This is an optimization exercise on Yosys and OpenROAD, whose aim is small area, not a production implementation. Only simulation tests tie the RTL to the original design; equivalence was not proved. The flow treats the clock pin as an ideal source, which a real chip does not have. Power and IR drop assume default switching activity.

==> flow/design.v <==
package speckle_pkg;
    localparam int DEF_COLS    = 24;
    localparam int DEF_ROWS    = 24;
    localparam int DEF_NB_DATA = 12;
    localparam int DEF_CLK_DIV = 4;    
    localparam int DEF_RING_LEN = 9;   
    typedef enum logic {
        MODE_SCAN   = 1'b0,    
        MODE_CONFIG = 1'b1     
    } mode_e;
    typedef enum logic [2:0] {
        SEQ_IDLE       = 3'd0,
        SEQ_TRIG       = 3'd1,
        SEQ_WAIT_ADC   = 3'd2,
        SEQ_WRITE      = 3'd3,
        SEQ_READ       = 3'd4,
        SEQ_WAIT_SHIFT = 3'd5,
        SEQ_DONE       = 3'd6
    } seq_state_e;
    typedef enum logic [1:0] {
        SH_IDLE     = 2'd0,
        SH_CLK_HIGH = 2'd1,
        SH_CLK_LOW  = 2'd2,
        SH_KEY      = 2'd3
    } shift_state_e;
endpackage
`timescale 1ns/1ps
import speckle_pkg::*;
module pixel_sequencer
#(
    parameter int COLS    = DEF_COLS,
    parameter int ROWS    = DEF_ROWS,
    parameter int NB_DATA = DEF_NB_DATA
) (
    input  logic               clk,
    input  logic               i_rst,
    input  logic               i_start,
    input  logic               i_mode,       
    input  logic               i_adc_done,
    input  logic [NB_DATA-1:0] i_adc_val,
    input  logic               i_shift_idle,
    input  logic               i_rd_valid,   
    output logic               o_adc_trigger,
    output logic               o_wr_en,
    output logic [NB_DATA-1:0] o_wr_data,
    output logic               o_wr_first,
    output logic               o_wr_last,
    output logic               o_scan_start,
    output logic               o_rd_en,
    output logic               o_col_last,
    output logic               o_busy,
    output logic               o_done
);
    localparam int COL_W = (COLS > 1) ? $clog2(COLS) : 1;
    localparam int ROW_W = (ROWS > 1) ? $clog2(ROWS) : 1;
    speckle_pkg::seq_state_e         state;
    speckle_pkg::seq_state_e         state_next;
    logic [COL_W-1:0]   col_cnt;
    logic [ROW_W-1:0]   row_cnt;
    logic               start_ok;
    logic               row_last;
    logic               last_pixel;
    logic               shift_ready;
    logic               step;
    assign start_ok = i_start && ((state == SEQ_IDLE) || (state == SEQ_DONE));
    assign row_last   = (row_cnt == ROW_W'(ROWS - 1));
    assign last_pixel = row_last && (col_cnt == COL_W'(COLS - 1));
    assign shift_ready = (state == SEQ_WAIT_SHIFT) && !i_rd_valid && i_shift_idle;
    assign step = (state == SEQ_WRITE) || shift_ready;
    always_comb begin
        state_next = state;
        case (state)
            SEQ_IDLE, SEQ_DONE: begin
                state_next = SEQ_IDLE;
                if (i_start) begin
                    state_next = (i_mode == MODE_SCAN) ? SEQ_TRIG : SEQ_READ;
                end
            end
            SEQ_TRIG: begin
                state_next = SEQ_WAIT_ADC;
            end
            SEQ_WAIT_ADC: begin
                if (i_adc_done) begin
                    state_next = SEQ_WRITE;
                end
            end
            SEQ_WRITE: begin
                state_next = last_pixel ? SEQ_DONE : SEQ_TRIG;
            end
            SEQ_READ: begin
                if (i_shift_idle) begin    
                    state_next = SEQ_WAIT_SHIFT;
                end
            end
            SEQ_WAIT_SHIFT: begin
                if (shift_ready) begin
                    state_next = last_pixel ? SEQ_DONE : SEQ_READ;
                end
            end
            default: begin
                state_next = SEQ_IDLE;
            end
        endcase
    end
    always_ff @(posedge clk) begin
        if (i_rst) begin
            state     <= SEQ_IDLE;
            col_cnt   <= '0;
            row_cnt   <= '0;
        end else begin
            state     <= state_next;
            if (start_ok) begin
                col_cnt <= '0;
                row_cnt <= '0;
            end else if (step) begin
                if (row_last) begin
                    row_cnt <= '0;
                    col_cnt <= (col_cnt == COL_W'(COLS - 1)) ? '0 : col_cnt + 1'b1;
                end else begin
                    row_cnt <= row_cnt + 1'b1;
                end
            end
        end
    end
    assign o_adc_trigger = (state == SEQ_TRIG);
    assign o_wr_en       = (state == SEQ_WAIT_ADC) && i_adc_done && !i_rst;
    assign o_wr_data     = i_adc_val;
    assign o_rd_en       = (state == SEQ_READ) && i_shift_idle;
    assign o_wr_first = (row_cnt == '0) && (col_cnt == '0);
    assign o_wr_last  = last_pixel;
    assign o_scan_start = start_ok && !i_rst && (i_mode == MODE_SCAN);
    assign o_col_last = row_last;
    assign o_busy = (state != SEQ_IDLE) && (state != SEQ_DONE);
    assign o_done = (state == SEQ_DONE);
endmodule
`timescale 1ns/1ps
import speckle_pkg::*;
module pixel_ram
#(
    parameter int COLS     = DEF_COLS,
    parameter int ROWS     = DEF_ROWS,
    parameter int NB_DATA  = DEF_NB_DATA,
    parameter int RING_LEN = DEF_RING_LEN,
    localparam int DEPTH   = COLS * ROWS,
    localparam int NRING   = DEPTH / RING_LEN
) (
    input  logic               clk,
    input  logic               i_rst,
    input  logic               i_wr_en,
    input  logic [NB_DATA-1:0] i_wr_data,
    input  logic               i_wr_first,    
    input  logic               i_wr_last,     
    input  logic               i_scan_start,  
    input  logic               i_rd_en,
    output logic               o_rd_valid,
    output logic [NB_DATA-1:0] o_rd_data
);
    localparam int ROT_W = $clog2(RING_LEN);
    localparam int FIFO_D = 3;    
    localparam int FP_W   = 2;
    logic [DEPTH*NB_DATA-1:0] mem;           
    logic [NB_DATA-1:0]       head_q;        
    logic [ROT_W-1:0]         rot;           
    logic                     fix_pend;      
    logic                     ext_pend;      
    logic                     flip;          
    logic [NB_DATA-1:0]       fifo [FIFO_D];
    logic [FP_W-1:0]          wp, rp;        
    logic [FP_W-1:0]          cnt;           
    logic                     chain_q;       
    logic                     rchain_q;      
    logic                     fifo_ne;
    logic                     ins;           
    logic                     ext;           
    logic                     fix;           
    logic                     chain_d;       
    logic [ROT_W-1:0]         rot_d;
    logic                     fix_pend_d;
    logic [FP_W-1:0]          wp_d, rp_d, cnt_d;
    logic                     ext_pend_d;
    logic [NB_DATA-1:0]       tail;
    logic [NB_DATA-1:0]       src;
    logic [NB_DATA-1:0]       fifo_out;
    logic                     ext_req;
    assign tail     = mem[DEPTH*NB_DATA-1 -: NB_DATA];
    assign fifo_out = (rp == FP_W'(0)) ? fifo[0] : (rp == FP_W'(1)) ? fifo[1] : fifo[2];
    assign fifo_ne  = (cnt != '0);
    assign ext_req  = o_rd_valid || ext_pend;
    assign ins   = chain_q && fifo_ne;
    assign fix   = chain_q && !fifo_ne && fix_pend;
    assign ext   = chain_q && !fifo_ne && !fix_pend && ext_req;
    assign src   = ins ? (fifo_out ^ {NB_DATA{flip}}) : tail;
    always_ff @(posedge clk) begin
        for (int i = 0; i < NRING; i++) begin
            for (int s = 1; s < RING_LEN; s++) begin
                mem[(i*RING_LEN+s)*NB_DATA +: NB_DATA] <= mem[(i*RING_LEN+s-1)*NB_DATA +: NB_DATA];
            end
            mem[(i*RING_LEN)*NB_DATA +: NB_DATA] <=
                ~(({NB_DATA{chain_q}}  | mem[(i*RING_LEN+RING_LEN-1)*NB_DATA +: NB_DATA]) &
                  ({NB_DATA{rchain_q}} | ((i == 0) ? src : mem[(i*RING_LEN-1)*NB_DATA +: NB_DATA])));
        end
    end
    assign rot_d      = (chain_q || rot >= ROT_W'(RING_LEN - 1)) ? '0 : rot + 1'b1;
    assign fix_pend_d = i_scan_start ? 1'b0 :
                        (i_wr_en && i_wr_last) ? 1'b1 :
                        (fix ? 1'b0 : fix_pend);
    assign wp_d       = i_scan_start ? '0 : !i_wr_en ? wp : (wp >= FP_W'(FIFO_D - 1)) ? '0 : wp + 1'b1;
    assign rp_d       = i_scan_start ? '0 : !ins     ? rp : (rp >= FP_W'(FIFO_D - 1)) ? '0 : rp + 1'b1;
    assign cnt_d      = i_scan_start ? '0 : cnt + FP_W'(i_wr_en) - FP_W'(ins);
    assign ext_pend_d = !i_rst && ext_req && !ext;
    assign chain_d    = (rot_d == '0) && (fix_pend_d || (cnt_d != '0) || i_rd_en || ext_pend_d);
    always_ff @(posedge clk) begin
        rot      <= rot_d;
        if (!chain_q && rot == ROT_W'(RING_LEN - 1)) begin
            flip <= !flip;
        end
        fix_pend <= fix_pend_d;
        wp       <= wp_d;
        rp       <= rp_d;
        cnt      <= cnt_d;
        chain_q  <= chain_d;
        rchain_q <= !chain_d;
        for (int j = 0; j < FIFO_D; j++) begin
            if (i_wr_en && wp == FP_W'(j)) begin
                fifo[j] <= i_wr_data;
            end
        end
        if (i_wr_en && i_wr_first) begin
            head_q <= i_wr_data;
        end else if (ext) begin
            head_q <= tail ^ {NB_DATA{flip}};
        end
    end
    always_ff @(posedge clk) begin
        ext_pend   <= ext_pend_d;
        o_rd_valid <= i_rd_en && !i_rst;      
    end
    assign o_rd_data = head_q;
endmodule
`timescale 1ns/1ps
import speckle_pkg::*;
module key_shifter
#(
    parameter int NB_DATA = DEF_NB_DATA,
    parameter int CLK_DIV = DEF_CLK_DIV
) (
    input  logic               clk,
    input  logic               i_rst,
    input  logic               i_rd_valid,
    input  logic [NB_DATA-1:0] i_rd_data,
    input  logic               i_rd_last,
    input  logic [NB_DATA-1:0] i_umbral,
    output logic               o_idle,
    output logic               o_chip_col_data,
    output logic               o_chip_col_clk,
    output logic               o_chip_key_wren
);
    localparam int DIV_W = (CLK_DIV > 1) ? $clog2(CLK_DIV) : 1;
    speckle_pkg::shift_state_e     state;
    speckle_pkg::shift_state_e     state_next;
    logic [DIV_W-1:0] div_cnt;
    logic             last_q;       
    logic             phase_end;
    logic             key_bit;
    assign key_bit = (i_rd_data > i_umbral);
    assign phase_end = (div_cnt == DIV_W'(CLK_DIV - 1));
    always_comb begin
        state_next = state;
        case (state)
            SH_IDLE: begin
                if (i_rd_valid) begin
                    state_next = SH_CLK_HIGH;
                end
            end
            SH_CLK_HIGH: begin
                if (phase_end) begin
                    state_next = SH_CLK_LOW;
                end
            end
            SH_CLK_LOW: begin
                if (phase_end) begin
                    state_next = last_q ? SH_KEY : SH_IDLE;
                end
            end
            SH_KEY: begin
                if (phase_end) begin
                    state_next = SH_IDLE;
                end
            end
            default: begin
                state_next = SH_IDLE;
            end
        endcase
    end
    always_ff @(posedge clk) begin
        if (i_rst) begin
            state           <= SH_IDLE;
            div_cnt         <= '0;
            last_q          <= 1'b0;
            o_chip_col_data <= 1'b0;
        end else begin
            state <= state_next;
            if ((state == SH_IDLE) || phase_end) begin
                div_cnt <= '0;
            end else begin
                div_cnt <= div_cnt + 1'b1;
            end
            if ((state == SH_IDLE) && i_rd_valid) begin
                o_chip_col_data <= key_bit;    
                last_q          <= i_rd_last;
            end
        end
    end
    assign o_idle          = (state == SH_IDLE);
    assign o_chip_col_clk  = (state == SH_CLK_HIGH);
    assign o_chip_key_wren = (state == SH_KEY);
endmodule
`timescale 1ns/1ps
import speckle_pkg::*;
module speckle_sensor_controller
#(
    parameter int COLS    = DEF_COLS,
    parameter int ROWS    = DEF_ROWS,
    parameter int NB_DATA = DEF_NB_DATA,
    parameter int CLK_DIV = DEF_CLK_DIV
) (
    input  logic               clk,
    input  logic               i_rst,
    input  logic               i_start,
    input  logic               i_mode,       
    input  logic [NB_DATA-1:0] i_adc_val,
    input  logic               i_adc_done,
    input  logic [NB_DATA-1:0] i_umbral,
    output logic               o_adc_trigger,
    output logic               o_chip_col_data,
    output logic               o_chip_col_clk,
    output logic               o_chip_key_wren,
    output logic               o_busy,
    output logic               o_done
);
    logic               wr_en;
    logic [NB_DATA-1:0] wr_data;
    logic               wr_first;
    logic               wr_last;
    logic               scan_start;
    logic               rd_en;
    logic               col_last;
    logic               rd_valid;
    logic [NB_DATA-1:0] rd_data;
    logic               shift_idle;    
    pixel_sequencer #(
        .COLS          ( COLS          ),
        .ROWS          ( ROWS          ),
        .NB_DATA       ( NB_DATA       )
    ) u_pixel_sequencer (
        .clk           ( clk           ),
        .i_rst         ( i_rst         ),
        .i_start       ( i_start       ),
        .i_mode        ( i_mode        ),
        .i_adc_done    ( i_adc_done    ),
        .i_adc_val     ( i_adc_val     ),
        .i_shift_idle  ( shift_idle    ),
        .i_rd_valid    ( rd_valid      ),
        .o_adc_trigger ( o_adc_trigger ),
        .o_wr_en       ( wr_en         ),
        .o_wr_data     ( wr_data       ),
        .o_wr_first    ( wr_first      ),
        .o_wr_last     ( wr_last       ),
        .o_scan_start  ( scan_start    ),
        .o_rd_en       ( rd_en         ),
        .o_col_last    ( col_last      ),
        .o_busy        ( o_busy        ),
        .o_done        ( o_done        )
    );
    pixel_ram #(
        .COLS          ( COLS          ),
        .ROWS          ( ROWS          ),
        .NB_DATA       ( NB_DATA       )
    ) u_pixel_ram (
        .clk           ( clk           ),
        .i_rst         ( i_rst         ),
        .i_wr_en       ( wr_en         ),
        .i_wr_data     ( wr_data       ),
        .i_wr_first    ( wr_first      ),
        .i_wr_last     ( wr_last       ),
        .i_scan_start  ( scan_start    ),
        .i_rd_en       ( rd_en         ),
        .o_rd_valid    ( rd_valid      ),
        .o_rd_data     ( rd_data       )
    );
    key_shifter #(
        .NB_DATA         ( NB_DATA         ),
        .CLK_DIV         ( CLK_DIV         )
    ) u_key_shifter (
        .clk             ( clk             ),
        .i_rst           ( i_rst           ),
        .i_rd_valid      ( rd_valid        ),
        .i_rd_data       ( rd_data         ),
        .i_rd_last       ( col_last        ),    
        .i_umbral        ( i_umbral        ),
        .o_idle          ( shift_idle      ),
        .o_chip_col_data ( o_chip_col_data ),
        .o_chip_col_clk  ( o_chip_col_clk  ),
        .o_chip_key_wren ( o_chip_key_wren )
    );
endmodule
==> flow/flow/run.sh <==
#!/bin/bash
# The standard layout (standard.sh: ORFS from synthesis to finish) with
# these changes, all outside ORFS's scripts:
#  - each port gets a sky130_fd_sc_hd__buf_1 as its buffer (ORFS's default pick
#    here is the larger clkdlybuf4s50_1);
#  - clock tree synthesis clusters up to 36 flip-flops per leaf buffer and adds
#    no dummy loads to the leaf clock nets;
#  - after the cts step, post_cts.tcl splits any leaf clock net whose estimated
#    clock-pin slew is over 121 ps in two, each half with its own leaf buffer.
# Each tool's output goes to a log here: standard_cts.log, post_cts.log and
# standard_finish.log (make), with ORFS's per-step logs under orfs/logs/.
set -euo pipefail
here=$(pwd)
export BUFFER_PORTS_ARGS="-buffer_cell sky130_fd_sc_hd__buf_1"
export CTS_ARGS="-sink_clustering_enable -repair_clock_nets -buf_list sky130_fd_sc_hd__clkbuf_16 -sink_clustering_size 36 -sink_clustering_max_diameter 80 -dont_use_dummy_load"
bash standard.sh cts > standard_cts.log 2>&1
RESULTS="$here/orfs/results/$FLOW_PLATFORM/speckle_sensor_controller/base" \
LIB="$FLOW_HOME/platforms/$FLOW_PLATFORM/lib/sky130_fd_sc_hd__tt_025C_1v80.lib" \
PLATFORM_DIR="$FLOW_HOME/platforms/$FLOW_PLATFORM" \
SPLIT_SLEW_NS=0.121 \
  openroad -no_init -exit "$here/flow/post_cts.tcl" > post_cts.log 2>&1
bash standard.sh finish > standard_finish.log 2>&1
==> flow/flow/post_cts.tcl <==
# After ORFS's cts step: split any leaf clock net whose estimated flip-flop
# clock-pin slew is over SPLIT_SLEW_NS (see split_leaves.tcl), legalize, and
# write the result back as the cts step's database for the later steps.
set results $::env(RESULTS)
read_liberty $::env(LIB)
read_db $results/4_1_cts.odb
read_sdc $results/4_cts.sdc
source $::env(PLATFORM_DIR)/setRC.tcl
set_propagated_clock [all_clocks]
source [file dirname [info script]]/split_leaves.tcl
set n [split_slow_leaves $::env(SPLIT_SLEW_NS) 3]
puts "post_cts: $n leaf nets split"
if {$n > 0} {
  check_placement -verbose
  write_db $results/4_1_cts.odb
}
estimate_parasitics -placement
set w 0
foreach p [get_pins -hierarchical */CLK] { set s [clk_sink_slew $p]; if {$s > $w} {set w $s} }
puts "post_cts: worst estimated clock-pin slew [format %.1f [expr {$w * 1000}]] ps"
==> flow/flow/split_leaves.tcl <==
# Split leaf clock nets whose estimated clock-pin slew is over a limit: half of
# the net's flip-flops (the half farther along the net's longer side) move to a
# new buffer of the same cell, driven by the same parent net and placed at the
# centre of the flip-flops it drives. Both buffers then sit at the centre of
# their own flip-flops. Expects the design loaded, with the SDC and RC set.
proc clk_sink_slew {pin} {
  set w 0
  foreach e {rise fall} { foreach an {min max} {
    set s [get_property $pin slew_${an}_$e]
    if {$s > $w} {set w $s}
  }}
  return $w
}

proc leaf_worst {net} {
  set w 0
  foreach p [get_pins -of_objects $net -filter "direction==input"] {
    set s [clk_sink_slew $p]
    if {$s > $w} {set w $s}
  }
  return $w
}

proc place_at_centre {inst iterms} {
  set block [ord::get_db_block]
  set sx 0; set sy 0; set n 0
  foreach it $iterms {
    set bb [[$it getInst] getBBox]
    set sx [expr {$sx + ([$bb xMin] + [$bb xMax]) / 2}]
    set sy [expr {$sy + ([$bb yMin] + [$bb yMax]) / 2}]
    incr n
  }
  if {$n == 0} return
  $inst setLocation [expr {$sx / $n}] [expr {$sy / $n}]
  $inst setPlacementStatus PLACED
}

proc split_leaf {bufname idx} {
  set block [ord::get_db_block]
  set buf [$block findInst $bufname]
  set master [$buf getMaster]
  set out [$buf findITerm X]
  set in [$buf findITerm A]
  set onet [$out getNet]
  set pnet [$in getNet]
  set sinks {}
  foreach it [$onet getITerms] {
    if {[$it isOutputSignal]} continue
    set bb [[$it getInst] getBBox]
    lappend sinks [list [expr {([$bb xMin] + [$bb xMax]) / 2}] [expr {([$bb yMin] + [$bb yMax]) / 2}] $it]
  }
  set xs {}; set ys {}
  foreach s $sinks { lappend xs [lindex $s 0]; lappend ys [lindex $s 1] }
  set dx [expr {[tcl::mathfunc::max {*}$xs] - [tcl::mathfunc::min {*}$xs]}]
  set dy [expr {[tcl::mathfunc::max {*}$ys] - [tcl::mathfunc::min {*}$ys]}]
  set k [expr {$dx >= $dy ? 0 : 1}]
  set sinks [lsort -integer -index $k $sinks]
  set half [expr {[llength $sinks] / 2}]
  set keep {}; set move {}
  foreach s [lrange $sinks 0 [expr {$half - 1}]] { lappend keep [lindex $s 2] }
  foreach s [lrange $sinks $half end] { lappend move [lindex $s 2] }
  set nname "clknet_leaf_split_${idx}"
  set iname "clkbuf_leaf_split_${idx}"
  set nnet [odb::dbNet_create $block $nname]
  $nnet setSigType CLOCK
  set ninst [odb::dbInst_create $block $master $iname]
  [$ninst findITerm A] connect $pnet
  [$ninst findITerm X] connect $nnet
  foreach it $move { $it disconnect; $it connect $nnet }
  place_at_centre $ninst $move
  place_at_centre $buf $keep
  return [list $iname $nname]
}

proc split_slow_leaves {limit rounds} {
  set idx 0
  for {set r 0} {$r < $rounds} {incr r} {
    estimate_parasitics -placement
    set todo {}
    foreach inst [get_cells -hierarchical clkbuf_leaf*] {
      set onet [get_nets -of_objects [get_pins -of_objects $inst -filter "direction==output"]]
      set w [leaf_worst $onet]
      if {$w > $limit} { lappend todo [list [get_full_name $inst] $w] }
    }
    puts "split round $r: [llength $todo] leaf nets over [expr {$limit * 1000}] ps"
    if {[llength $todo] == 0} break
    foreach t $todo {
      puts "  split [lindex $t 0] ([format %.1f [expr {[lindex $t 1] * 1000}]] ps)"
      split_leaf [lindex $t 0] $idx
      incr idx
    }
    detailed_placement
  }
  return $idx
}
==> flow/standard.sh <==
#!/bin/bash
# synth_recipe.tcl (not shown) runs the flow's synth.tcl, then flattens the netlist and writes it again
# the make line also repeats each setting of config.mk as NAME=value (left out here)
make -C /OpenROAD-flow-scripts/flow DESIGN_CONFIG=/design/flow/config.mk WORK_HOME=/design/flow/orfs CLKGATE_MAP_FILE= SYNTH_SCRIPT=/design/flow/synth_recipe.tcl "${@:-finish}"
==> flow/config.mk <==
export PLATFORM = sky130hd
export DESIGN_NAME = speckle_sensor_controller
export DESIGN_NICKNAME = speckle_sensor_controller
export VERILOG_FILES = /design/flow/design.v
export SDC_FILE = /design/flow/constraint.sdc
export NUM_CORES = 4
export LEC_CHECK = 0
export CAP_MARGIN = 20
export CORE_MARGIN = 2
export CORE_UTILIZATION = 60
export CTS_BUF_LIST = sky130_fd_sc_hd__clkbuf_16
export CTS_CLUSTER_DIAMETER = 80
export CTS_CLUSTER_SIZE = 32
export PLACE_DENSITY = 0.64
export SLEW_MARGIN = 20
==> flow/constraint.sdc <==
create_clock -name core_clock -period 10.0 [get_ports {clk}]
set_input_delay 2.0000 -clock core_clock [delete_from_list [all_inputs] [get_ports {clk}]]
set_output_delay 2.0000 -clock core_clock [all_outputs]
set_load 0.01 [all_outputs]
==> metrics.yaml, run 1 <==
clock_tree:
  cts_tree: "done"
  hold_buffers: 0
  cts_htree_levels: 4
  cts_buffer_depth: 3
  root_buffer: "clkbuf_16"
  clk_pin_slew_ns: 0.12
  cts_setup_buffers: 0
  cts_sinks: 6995
  cts_resized: 0
  insertion_delay_ns: 0.89
  cts_buffers: 215
yosys:
  ys_types: 56
  synth_warnings: 4
  avgSynthCellArea_um2: 17.9
  yosys-top-cells-area: "dfxtp_1 (94%), o22ai_1 (3.2%), edfxtp_1 (0.99%), clkbuf_1 (0.45%), ha_1 (0.18%)"
  synthXorXnorAreaFrac_pct: 0.166
  synth_top_family_by_area: "compound AO/OA/AOI/OAI gates"
  synth.top_cell.area_share_pct: 93.9
  synth_edf_count: 49
  synth_area_leader_cell: "dfxtp_1"
  synth_nets: 8310
  ys_async_sr_fraction_pct: 0
  synth-adder-area-share_pct: 0.177
  synth_area_mm2: 0.148
  muxShareOfSynthArea_pct: 0.101
  ys_ff_latch: 6995
  synthCells: 8260
  synthFlopType: "dfxtp_1"
  synth-compound-area-share_pct: 3.64
  ys_seq_area_share_pct: 94.9
  synthSimpleGateAreaFrac_pct: 0.423
global_route:
  first_global_vias: 53645
  grt_usage_pct: 13.6
  grt-ovfl-total: 0
  grt_max_degree: 162
  antenna_found_initial: 1
  grt_pass1_wl_mm: 283
power:
  power_frac_seq_pct: 76.5
  p_sw_uw: 12500
  irDropWorstVdd_mv: 0.206
  p_per_area_mw_per_mm2: 372
  combinationalPowerShare_pct: 4.2
  clock_power_share_pct: 19.3
  p_int_uw: 46000
  switching_share_pct: 21.4
  p_leak_uw: 0.0636
floorplanning:
  initial_core_util_pct: 60.3
  die-area_mm2: 0.251
  design.core.area_mm2: 0.246
  row_count: 182
  io_pins: 35
  fp.dieW_um: 501
  die_y_um: 501
drt:
  drc: 0
  wl_per_cell_um: 14.8
  drt_pass1_iterations: 4
  drt-initial-drc-count: 2704
  route.detailed.vias_per_inst: 4.55
  wl_mm: 171
  antenna_left: 0
  num_vias: 52590
placed_design:
  gp_congestion: 0.719
  post-place-cells: 11340
  dp_hpwl_mm: 86.3
  io_buffers: 34
timing:
  fin_crit_sh_pct: 41.2
  fmax_ghz: 0.243
  slew_headroom_pct: 25.7
  period_minus_slack_ns: 4.12
  rsz0062_at_grt: "false"
  clock-skew-final_ns: 0.0804
  worstMarginPinSlew_ns: 1.11
  finalSetupTns_ns: 0
  hold_viol: 0
  drv_slew: 0
  setup_viol: 0
critical_path:
  crit_required_ns: 8.00
  startpoint_type: "register"
  critPathKind: "register to output pin"
  critPathCaptureType: "output pin"
  worstPathArrival_ns: 2.12
  cp_max_fo: 17
finish:
  drive_gt1_share_pct: 3.02
  stdcell_count: 11567
  fin_nets: 8398
  area_growth_pct: 6.25
hold_path:
  min_path_type: "register to register"
outcome:
  outcome: "no timing/DRC/antenna violations"
job:
  cap_violations: 0
[cell families (layout without fill, tap and decap cells)]
| family | Yosys count | after routing |
|---|---|---|
| flops | 6995 | 6995 |
| compound gates | 862 | 862 |
| buf+inv | 223 | 309 |
| simple gates | 116 | 116 |
| xor+xnor | 28 | 28 |
| fa+ha+maj | 21 | 21 |
| mux | 15 | 15 |
| other cells | 0 | 1 |
[stage by stage]
stage	area (um2)	util (%)	total power, uW	setup WS [ns]	hold WS, ns
floorplan	148000	-	45500	6.13	0.310
global placement	152000	61.7	47500	5.76	0.310
detailed placement	152000	61.7	47900	5.75	0.312
CTS	157000	63.9	59100	5.79	0.278
global route	157000	64.0	61500	5.65	0.273
finish	157000	64.0	58600	5.88	0.273
[area by class of cell]
class,count,area (um2)
Buffer,11,275
Antenna cell,1,2.50
Timing Repair Buffer,54,315
Multi-Input combinational cell,1042,6670
Tap cell,3220,4030
Inverter,29,109
Sequential cell,6995,141000
Fill cell,17048,88400
Clock buffer,215,5380
[path summary, 6_finish.rpt]
| kind | start | end | slack [ns] | depth (start not counted) |
|---|---|---|---|---|
| worst min-delay path | u_pixel_ram.mem[1944]$_DFF_P_ | u_pixel_ram.mem[1956]$_DFF_P_ | 0.27 | 0 |
| worst max-delay path | u_pixel_sequencer.state[0]$_SDFFE_PP0P_ | o_adc_trigger | 5.88 | 3 |
| worst max register to register | u_pixel_ram.chain_q$_DFF_P_ | u_pixel_ram.mem[977]$_DFF_P_ | 6.78 | 4 |
| worst min register to register | u_pixel_ram.mem[1944]$_DFF_P_ | u_pixel_ram.mem[1956]$_DFF_P_ | 0.27 | 0 |
[sequential cells by signal, summed over array words and instances, names as in the netlist, 3 cells and up]
name / count
u_pixel_sequencer.state: 3
u_pixel_sequencer.col_cnt: 5
u_pixel_sequencer.row_cnt: 5
u_pixel_ram.head_q: 12
u_pixel_ram.rot: 4
u_pixel_ram.mem: 6912
u_pixel_ram.fifo: 36
[synthesized netlist by cell type (all sizes together) (10+ instances only)]
cell type     n
dfxtp      6946
o22ai       756
clkbuf      177
edfxtp       49
o21ai        35
a21oi        31
inv          28
nand2        27
xnor2        27
ha           21
nor2         21
buf          17
mux2i        15
o22a         12
nand4        11
nor3         10
[worst max-delay path, stage by stage, from the launching register on]
cell,delay [ns]
dfxtp_1,0.58
inv_1,0.32
nor3_1,0.23
buf_1,0.17
[cell usage in the layout, fill, tap and decap left out, drive strengths merged, types with 3 or more instances in the layout]
| cell | Yosys | routed |
|---|---|---|
| dfxtp | 6946 | 6946 |
| o22ai | 756 | 756 |
| clkbuf | 177 | 226 |
| buf | 17 | 54 |
| edfxtp | 49 | 49 |
| o21ai | 35 | 35 |
| a21oi | 31 | 31 |
| inv | 28 | 28 |
| nand2 | 27 | 27 |
| xnor2 | 27 | 27 |
| nor2 | 21 | 21 |
| ha | 21 | 21 |
| mux2i | 15 | 15 |
| o22a | 12 | 12 |
| nand4 | 11 | 11 |
| nor3 | 10 | 10 |
| nand3 | 8 | 8 |
| nand2b | 6 | 6 |
| or3 | 5 | 5 |
| o31ai | 4 | 4 |
| o21a | 4 | 4 |
| nor2b | 3 | 3 |
| nor4 | 3 | 3 |
| a31oi | 3 | 3 |
| or4 | 3 | 3 |
| nor3b | 3 | 3 |
[power groups by stage]
stage,registers [uW],clock network [uW],logic (uW)
6_report,44800,11300,2460
5_1_grt,46200,12600,2760
4_1_cts,45100,11400,2510
3_5_place_dp,45400,0,2480
3_3_place_gp,45200,0,2360
2_1_floorplan,43500,0,1950
[metal layers]
layer | wire [um] | vias up | part of all wire [%] | track usage, %
met5 | 0 | - | 0 | 0
met4 | 3730 | 0 | 2.2 | 3.55
met3 | 4210 | 250 | 2.5 | 2.19
met2 | 69900 | 318 | 41 | 19.7
met1 | 93300 | 25280 | 54 | 21.3
li1 | - | 26742 | - | -
==> inputs of run 2 (changes only) <==
--- a/flow/design.v
+++ b/flow/design.v
@@ -125,3 +125,3 @@
     assign o_adc_trigger = (state == SEQ_TRIG);
-    assign o_wr_en       = (state == SEQ_WAIT_ADC) && i_adc_done && !i_rst;
+    assign o_wr_en       = (state == SEQ_WAIT_ADC) && i_adc_done;
     assign o_wr_data     = i_adc_val;
@@ -235,3 +235,3 @@
         ext_pend   <= ext_pend_d;
-        o_rd_valid <= i_rd_en && !i_rst;      
+        o_rd_valid <= i_rd_en;                
     end
==> metrics.yaml, run 2 <==
global_route:
  grt-ovfl-total: 0
  grt_max_degree: 165
  first_global_vias: 53419
  antenna_found_initial: 3
  grt_pass1_wl_mm: 285
  grt_usage_pct: 13.7
drt:
  antenna_left: 0
  drt_pass1_iterations: 5
  route.detailed.vias_per_inst: 4.57
  met1_length_mm: 94.1
  drc: 0
  wl_met3_mm: 4.54
  highest_layer: "met4"
  wl_met2_mm: 69.7
  wl_mm: 172
  num_vias: 52748
  drt-initial-drc-count: 2687
  wl_per_cell_um: 14.9
yosys:
  ys_ff_latch: 6995
  synth_warnings: 4
  ys_types: 54
  yosys-top-cells-area: "dfxtp_1 (94%), o22ai_1 (3.2%), edfxtp_1 (0.99%), clkbuf_1 (0.46%), ha_1 (0.18%)"
  synth.top_cell.area_share_pct: 93.9
  synthTopCellsByCount: "dfxtp_1 (6946), o22ai_1 (757), clkbuf_1 (181), edfxtp_1 (49), o21ai_0 (34)"
  synth_edf_count: 49
  synth_area_mm2: 0.148
  avgSynthCellArea_um2: 18.0
  ys_async_sr_fraction_pct: 0
  synth_nets: 8297
  synthFlopType: "dfxtp_1"
  synthMostInstantiatedCell: "dfxtp_1"
  synth_area_leader_cell: "dfxtp_1"
  synthCells: 8247
  ys_seq_area_share_pct: 94.9
timing:
  rsz0062_at_grt: "false"
  hold_viol: 0
  setup_ws_ns: 5.79
  fmax_ghz: 0.238
  period_minus_slack_ns: 4.21
  worstMarginPinSlew_ns: 1.12
  slew_headroom_pct: 25.3
  finalSetupTns_ns: 0
  clock-skew-final_ns: 0.0668
  setup_viol: 0
  drv_slew: 0
  fin_crit_sh_pct: 42.1
clock_tree:
  cts_htree_levels: 4
  cts_resized: 0
  root_buffer: "clkbuf_16"
  cts_buffer_depth: 3
  hold_buffers: 0
  cts_setup_buffers: 0
  clk_pin_slew_ns: 0.12
  cts_buffers: 216
  cts_sinks: 6995
  cts_tree: "done"
  insertion_delay_ns: 0.90
floorplanning:
  row_count: 182
  io_pins: 35
  die-area_mm2: 0.251
  design.core.area_mm2: 0.246
  die_y_um: 501
  fp.dieW_um: 501
  initial_core_util_pct: 60.3
finish:
  largest_register_ffs: 6912
  post-route-util_pct: 64.0
  largestRegisters: "u_pixel_ram.mem (6912), u_pixel_ram.fifo (36), u_pixel_ram.head_q (12)"
  drive_gt1_share_pct: 3.11
  final_common_cell: "dfxtp_1"
  top_register: "u_pixel_ram.mem"
  fin_nets: 8380
  final_cell_mix: "dfxtp_1 (6944), o22ai_1 (757), clkbuf_16 (218), edfxtp_1 (49)"
  multi_input_area_mm2: 0.00671
  stdcell_count: 11551
  area_growth_pct: 6.13
  final-seq-area_mm2: 0.141
  fillers: 16852
critical_path:
  crit_chain: "inv_1 > nor3_1 > buf_1"
  critPathCaptureType: "output pin"
  worstPathArrival_ns: 2.21
  crit_required_ns: 8.00
  slowest_stage: "dfxtp_1"
  critPathKind: "register to output pin"
  cp_max_fo: 17
  critPathMaxStageDelay_ns: 0.69
  startpoint_type: "register"
power:
  p_leak_uw: 0.0635
  irDropWorstVdd_mv: 0.264
  p_per_area_mw_per_mm2: 372
  total_power_uw: 58500
placed_design:
  dp_slack_ns: 6.21
  post-place-cells: 11330
  gp_congestion: 0.736
  io_buffers: 34
  dp_hpwl_mm: 86.9
hold_path:
  min_path_type: "register to register"
outcome:
  outcome: "no timing/DRC/antenna violations"
job:
  cap_violations: 0
[run 2: cell types whose count changed in the layout (fill, tap and decap cells not counted), moves of 4 or more]
cell	before	now
a21oi_1	31	18
mux2_2	0	12
xnor2_1	27	15
xor2_1	1	13
clkbuf_16	226	218
nor2_1	21	13
nand4_1	11	7
or3_1	5	1
[run 2: cell type report]
class | count | area share [%]
Multi-Input combinational cell | 1033 | 4.27
Sequential cell | 6995 | 89.4
Inverter | 29 | 0.0693
Antenna cell | 3 | 0.00478
Tap cell | 3220 | 2.56
Clock buffer | 216 | 3.44
Buffer | 2 | 0.0318
Timing Repair Buffer | 53 | 0.196
[run 2: power breakdown]
| group | internal [uW] | switching (uW) | total, uW | leakage [uW] |
|---|---|---|---|---|
| Sequential | 40900 | 3900 | 44800 | 0.0587 |
| Clock | 3950 | 7160 | 11100 | 0.00269 |
| Combinational | 1050 | 1490 | 2540 | 0.00213 |
| Total | 45900 | 12600 | 58500 | 0.0635 |
[run 2: path summary, 6_finish.rpt]
check	start	end	slack, ns	cells after the start
max	u_pixel_sequencer.state[0]$_SDFFE_PP0P_	o_adc_trigger	5.79	3
min	u_pixel_ram.mem[3688]$_DFF_P_	u_pixel_ram.mem[3700]$_DFF_P_	0.26	0
min reg2reg	u_pixel_ram.mem[3688]$_DFF_P_	u_pixel_ram.mem[3700]$_DFF_P_	0.26	0
max reg2reg	u_pixel_ram.chain_q$_DFF_P_	u_pixel_ram.mem[1948]$_DFF_P_	6.39	4
[run 2: kinds of logic after synthesis]
logic type | synth area share [%]
mux | 0.186
compound gates | 3.60
buf+inv | 0.565
fa+ha+maj | 0.177
flops | 94.9
xor+xnor | 0.166
simple gates | 0.408
[run 2: worst max-delay path, delay by kind of cell, from the launching register on]
family | cells | cell delay [ns]
buffers and inverters | 2 | 0.47
and+or+nand+nor | 1 | 0.23
DFF | 1 | 0.69
[run 2: stage by stage]
step | hold slack (ns) | instance area, um2
2_1_floorplan | 0.310 | 148000
3_3_place_gp | 0.310 | 152000
3_5_place_dp | 0.312 | 152000
4_1_cts | 0.264 | 157000
5_1_grt | 0.260 | 157000
6_report | 0.264 | 157000
[run 2: routing by layer]
metal | global-route usage (%) | vias up
met3 | 2.17 | 274
met4 | 3.91 | 0
met2 | 19.7 | 346
met1 | 21.5 | 25440
li1 | - | 26688
met5 | 0 | -

## afterwards: timing with drivers on the ports
In the flow no input, the clock included, has a driving cell. The finished layouts below were timed again as built, in two steps. Step 1 sets driving cells, clkbuf_16 on the clock port and buf_2 on the other inputs (assumed; they add their load-dependent delay and slew). Step 2 moves the port delays by t, midway between the first and last clock arrival at a register: inputs arrive t later, outputs are due t later. That takes back most of the time a late clock gives input paths. a / b / c = ideal ports / drivers / drivers and shift; a / b = the first two.
run	shift t [ns]	setup slack, ns	hold slack, ns	worst slew at a driven data input, ns	cell pins on the clock port's net
run 1	0.922	5.883 / 5.798 / 5.730	0.273 / 0.273 / 0.273	0.03	1
run 2	0.923	5.790 / 5.704 / 6.202	0.264 / 0.264 / 0.264	0.07	1
After both steps every run listed still meets setup and hold. The setup slack of run 1, which loses most, moves by -0.085 ns with the drivers and by -0.153 ns with both steps.
